What follows belongs to an exercise in optimizing a design on an open flow for small area, a short achievable clock period and few clock cycles per item; a production flow would make more cautious choices. Function was checked by simulation only, so behaviour that the tests miss may differ from the original. Power and IR drop assume default switching activity.

## v21
// low_band_energy_beat_detector_core
module low_band_energy_beat_detector_core
(
	input  logic                 clk,
	input  logic                 arst_n,
	input  logic                 cfg_we,
	input  logic [lbed_pkg::CFG_IDX_W-1:0] cfg_index,
	input  logic [lbed_pkg::CFG_W-1:0]     cfg_wdata,
	input  logic                 s_tvalid,
	output logic                 s_tready,
	input  logic [63:0]          s_tdata,    
	input  logic                 s_tlast,    
	output logic                 m_tvalid,
	input  logic                 m_tready,
	output logic [23:0]          m_tdata,    
	output logic                 m_tuser     
);
	localparam logic [2:0] D_IDLE = 3'd0;
	localparam logic [2:0] D_WAIT = 3'd1;
	localparam logic [2:0] D_RUN  = 3'd2;
	localparam logic [2:0] D_OUT  = 3'd3;
	logic [19:0] thr_q;
	logic [15:0] ivl_q;
	logic [19:0] gs_q;
	logic [3:0]  fill_q;
	logic [12:0] cnt_q;
	logic [15:0] x_q;        
	logic        xv_q;       
	logic        xc_q;       
	logic        xl_q;       
	logic        held_q;
	logic        e_q;        
	logic        e_d;
	logic [3:0]  fill_d;
	logic        tl;
	logic        move_h;
	logic        move_e;
	logic        demp_q;     
	logic [47:0] ta_q;
	logic [50:0] acc_q;
	logic        rst_q;      
	logic [4:0]  acc_c_q;
	logic        mbusy_q;
	logic        own_q;      
	logic [3:0]  mstep_q;
	logic [19:0] mm_q;
	logic [19:0] mh_q;       
	logic [19:0] ml_q;
	logic        mneg_q;
	logic        mtwo_q;
	logic        mone_q;
	logic [2:0]  dst_q;
	logic [2:0]  dst_d;
	logic        held_d;
	logic        rdy_q;      
  ...
==> flow/config.mk <==
export PLATFORM = sky130hd
export DESIGN_NAME = low_band_energy_beat_detector_core
export DESIGN_NICKNAME = low_band_energy_beat_detector_core
export VERILOG_FILES = /design/flow/design.v
export SDC_FILE = /design/flow/constraint.sdc
export NUM_CORES = 4
export LEC_CHECK = 0
export CAP_MARGIN = 5
export CORE_MARGIN = 2
export CORE_UTILIZATION = 55
export CTS_CLUSTER_DIAMETER = 80
export CTS_CLUSTER_SIZE = 30
export PLACE_DENSITY = 0.7
export SLEW_MARGIN = 5
==> flow/constraint.sdc <==
create_clock -name core_clock -period 9.0 [get_ports {clk}]
set_input_delay 1.8000 -clock core_clock [delete_from_list [all_inputs] [get_ports {clk}]]
set_output_delay 1.8000 -clock core_clock [all_outputs]
set_load 0.01 [all_outputs]
standard.sh (not shown) runs the stock make flow with config.mk's settings and CLKGATE_MAP_FILE= SYNTH_SCRIPT=/design/flow/synth_recipe.tcl, a recipe that flattens the netlist after the stock synthesis.
==> flow/flow/run.sh <==
#!/bin/bash
# Standard layout (the standard.sh, unchanged synthesis) with two changes: a larger setup
# repair margin, so that repair_timing works the paths down to about 3.1 ns, and the smallest
# plain buffer (buf_1) for the port buffers that global placement puts on every input and
# output. All of make's output (every ORFS step, OpenROAD and Yosys) goes to flow_make.log
# here; ORFS also keeps its per-step logs under orfs/logs.
set -euo pipefail
bash standard.sh "BUFFER_PORTS_ARGS=-buffer_cell sky130_fd_sc_hd__buf_1" SETUP_SLACK_MARGIN=5.9 finish > flow_make.log 2>&1
Testbench counts of v21, summed over its fixed seeds: cycles 69,432, items 68,461.
#### Input delta (v53 over v21)
--- a/flow/config.mk
+++ b/flow/config.mk
@@ -7,8 +7,8 @@
 export LEC_CHECK = 0
-export CAP_MARGIN = 5
+export CAP_MARGIN = 20
 export CORE_MARGIN = 2
-export CORE_UTILIZATION = 55
+export CORE_UTILIZATION = 68
 export CTS_CLUSTER_DIAMETER = 80
 export CTS_CLUSTER_SIZE = 30
-export PLACE_DENSITY = 0.7
-export SLEW_MARGIN = 5
+export PLACE_DENSITY = 0.8
+export SLEW_MARGIN = 20
Notes after the runs:
Having completed the whole flow, v53 delivered a layout that passed the timing, design-rule and antenna checks.
Both conditions hold for v21: the flow ran to the end and the final layout passed the timing, design-rule and antenna checks.
The area growth from synthesis to layout in v53 sits 1.7 points below the value recorded for v21.
Diff v21 -> v53: global-route usage rose by 4.5 points; power in the clock group fell by 14%; number of cells on the worst hold path rose by 2.
[compare] base=v21 new=v53: core utilization rose 13 points; setup slack of the critical path after layout fell 0.055 ns; multi-input gate area in the final layout fell about 0.36%.
The cell area in v53 was lower than what v21 gave.
~same relative area of non-clock buffer cells in the final design in v53 and v21
Compare v53 and v21 | combinational cell fraction of total power higher: v53
Input-level comparison between v48 and v53:
==> flow/flow/run.sh <==
#!/bin/bash
# Standard layout (the standard.sh, unchanged synthesis) with two changes: a larger setup
# repair margin, so that repair_timing works the paths down to about 2.8 ns, and the smallest
# plain buffer (buf_1) for the port buffers that global placement puts on every input and
# output. All of make's output (every ORFS step, OpenROAD and Yosys) goes to flow_make.log
# here; ORFS also keeps its per-step logs under orfs/logs.
set -euo pipefail
bash standard.sh "BUFFER_PORTS_ARGS=-buffer_cell sky130_fd_sc_hd__buf_1" SETUP_SLACK_MARGIN=6.2 finish > flow_make.log 2>&1
--- a/flow/config.mk
+++ b/flow/config.mk
@@ -7,8 +7,8 @@
 export LEC_CHECK = 0
-export CAP_MARGIN = 20
+export CAP_MARGIN = 5
 export CORE_MARGIN = 2
-export CORE_UTILIZATION = 68
+export CORE_UTILIZATION = 55
 export CTS_CLUSTER_DIAMETER = 80
 export CTS_CLUSTER_SIZE = 30
-export PLACE_DENSITY = 0.8
-export SLEW_MARGIN = 20
+export PLACE_DENSITY = 0.7
+export SLEW_MARGIN = 5
Findings:
- v53 and v48 ended up with roughly the same synthesized area.
- Diff v53 -> v48 | via count | up by a few percent
- Compared with v53, v48 shows a final design instance area without fill that is about 6% higher.
- Relative to v53, quantity of gates resized following cts increased by 99 in v48.
Relative to v48, the following input files were edited for v58:
==> flow/flow/run.sh <==
#!/bin/bash
# Standard layout (the standard.sh, unchanged synthesis) with two changes: a larger setup
# repair margin, so that repair_timing works the paths down to about 3.1 ns, and the smallest
# plain buffer (buf_1) for the port buffers that global placement puts on every input and
# output. All of make's output (every ORFS step, OpenROAD and Yosys) goes to flow_make.log
# here; ORFS also keeps its per-step logs under orfs/logs.
set -euo pipefail
bash standard.sh "BUFFER_PORTS_ARGS=-buffer_cell sky130_fd_sc_hd__buf_1" SETUP_SLACK_MARGIN=5.9 finish > flow_make.log 2>&1
--- a/flow/config.mk
+++ b/flow/config.mk
@@ -7,3 +7,3 @@
 export LEC_CHECK = 0
-export CAP_MARGIN = 5
+export CAP_MARGIN = 20
 export CORE_MARGIN = 2
@@ -13,2 +13,2 @@
 export PLACE_DENSITY = 0.7
-export SLEW_MARGIN = 5
+export SLEW_MARGIN = 20
==> comparison <==
Delta (v58 minus v48): post-synthesis to final-layout area growth now smaller; area of the multi-input gates decreased by about 4% relative to the old numbers; number of filler instances in the final layout grew by 102. Row critical path depth: v58 lower / v48 higher. Summary: with v48 as the reference, detailed-routed wire length on met3 in v58 moved down by more than 10%. Total of plain and repair buffers excluding clock buffers (v58 over v48): decrease, 35%. v58: overall power lower than v48. v58 reports a lower first-pass GRT wire length than v48 does. Final-layout clock buffer total (lower): v48. v58 vs v48, average detailed-routed wire length per instance went down by 0.38 um.
What v13 does differently from v58 at the input level:
--- a/flow/config.mk
+++ b/flow/config.mk
@@ -14 +14,2 @@
 export SLEW_MARGIN = 20
+export TNS_END_PERCENT = 5
Results
Relative to v58, sequential fraction of design power has gone up in v13.
The post-route clock period utilization of v13 exceeds that of v58 by 0.65 points.
Compared with v58, in v13 number of resized instances in the post-cts repair step shows a reduction of 56; final-layout worst hold slack shows an increase of 0.018 ns.
Relative to v58, the aggregate global-route resource usage of v13 is lower by 0.47 points.
Comparing v13 and v58, the lower post-CTS setup buffer count is on v13.
v13 ended with less maximum frequency than v58.
Modified inputs, v31 compared to v13
--- a/flow/config.mk
+++ b/flow/config.mk
@@ -7,9 +7,9 @@
 export LEC_CHECK = 0
-export CAP_MARGIN = 20
+export CAP_MARGIN = 5
 export CORE_MARGIN = 2
 export CORE_UTILIZATION = 55
-export CTS_CLUSTER_DIAMETER = 80
-export CTS_CLUSTER_SIZE = 30
+export CTS_BUF_LIST = sky130_fd_sc_hd__clkbuf_8 sky130_fd_sc_hd__clkbuf_16
+export CTS_CLUSTER_DIAMETER = 60
+export CTS_CLUSTER_SIZE = 24
 export PLACE_DENSITY = 0.7
-export SLEW_MARGIN = 20
-export TNS_END_PERCENT = 5
+export SLEW_MARGIN = 5
--- outcome ---
Between v31 and v13, the total power is lower for v13.
Across both runs, global-route usage was higher for v31 than for v13.
Comparing v31 and v13, slew at the pin with the worst max-slew slack is lower on v31.
Final cell area: v31 above v13

---

low_band_energy_beat_detector_core, a different RTL version from the one above (not shown whole).
Size: about 2,300 cells after synthesis, ~120 I/O pins, ~0.025 sq mm of cells after synthesis.
clock: 9.0 ns
lec_check: 0
cap_margin: 20
core_margin: 2
core_utilization: 55
cts_cluster_diameter: 80
cts_cluster_size: 30
place_density: 0.7
slew_margin: 20
==> flow/flow/run.sh <==
#!/bin/bash
# Standard layout (the standard.sh, unchanged synthesis) with two changes: a larger setup
# repair margin, so that repair_timing works the paths down to about 3.1 ns, and the smallest
# plain buffer (buf_1) for the port buffers that global placement puts on every input and
# output. All of make's output (every ORFS step, OpenROAD and Yosys) goes to flow_make.log
# here; ORFS also keeps its per-step logs under orfs/logs.
set -euo pipefail
bash standard.sh "BUFFER_PORTS_ARGS=-buffer_cell sky130_fd_sc_hd__buf_1" SETUP_SLACK_MARGIN=5.9 finish > flow_make.log 2>&1
The starting point went through all stages and came out clean.
Testbench counts at the start, summed over its fixed seeds: cycles 70,286, items 68,461.
Change:
Settings changed: CORE_UTILIZATION 55 to 40, PLACE_DENSITY 0.7 to 0.6.
After rerunning: Via count barely changes; final cell count grows by 8.6%; synthesized area stays the same.

[port drivers added, routing unchanged]
In the flow no input, the clock included, has a driving cell. The finished layouts below were timed again as built, in two steps. Step 1: set_driving_cell puts a clkbuf_16 on clk and a buf_2 on each other input, an assumption about the parent block. Step 2 moves the port delays by t, midway between the first and last clock arrival at a register: inputs arrive t later, outputs are due t later. That takes back most of the time a late clock gives input paths. Slacks: ideal / step 1 / step 2; pairs: ideal / step 1.
| run | t (ns) | setup slack, ns | worst hold slack (ns) |
|---|---|---|---|
| v21 | 0.663 | 5.833 / 5.823 / 5.396 | 0.404 / 0.404 / 0.404 |
| v53 | 0.637 | 5.778 / 5.778 / 5.316 | 0.391 / 0.391 / 0.391 |
| v48 | 0.658 | 5.880 / 5.835 / 5.529 | 0.416 / 0.416 / 0.416 |
| v58 | 0.659 | 5.835 / 5.823 / 5.403 | 0.404 / 0.404 / 0.404 |
| v13 | 0.665 | 5.777 / 5.777 / 5.300 | 0.422 / 0.422 / 0.422 |
| v31 | 0.647 | 5.829 / 5.829 / 5.445 | 0.419 / 0.419 / 0.419 |
| the first run of note 2 | 0.663 | 5.822 / 5.804 / 5.339 | 0.421 / 0.421 / 0.421 |
| the second run of note 2 | 0.687 | 5.791 / 5.781 / 5.234 | 0.414 / 0.414 / 0.414 |
After both steps every run listed still meets setup and hold. The setup slack of the second run of note 2, which loses most, moves by -0.010 ns with the drivers and by -0.557 ns with both steps.
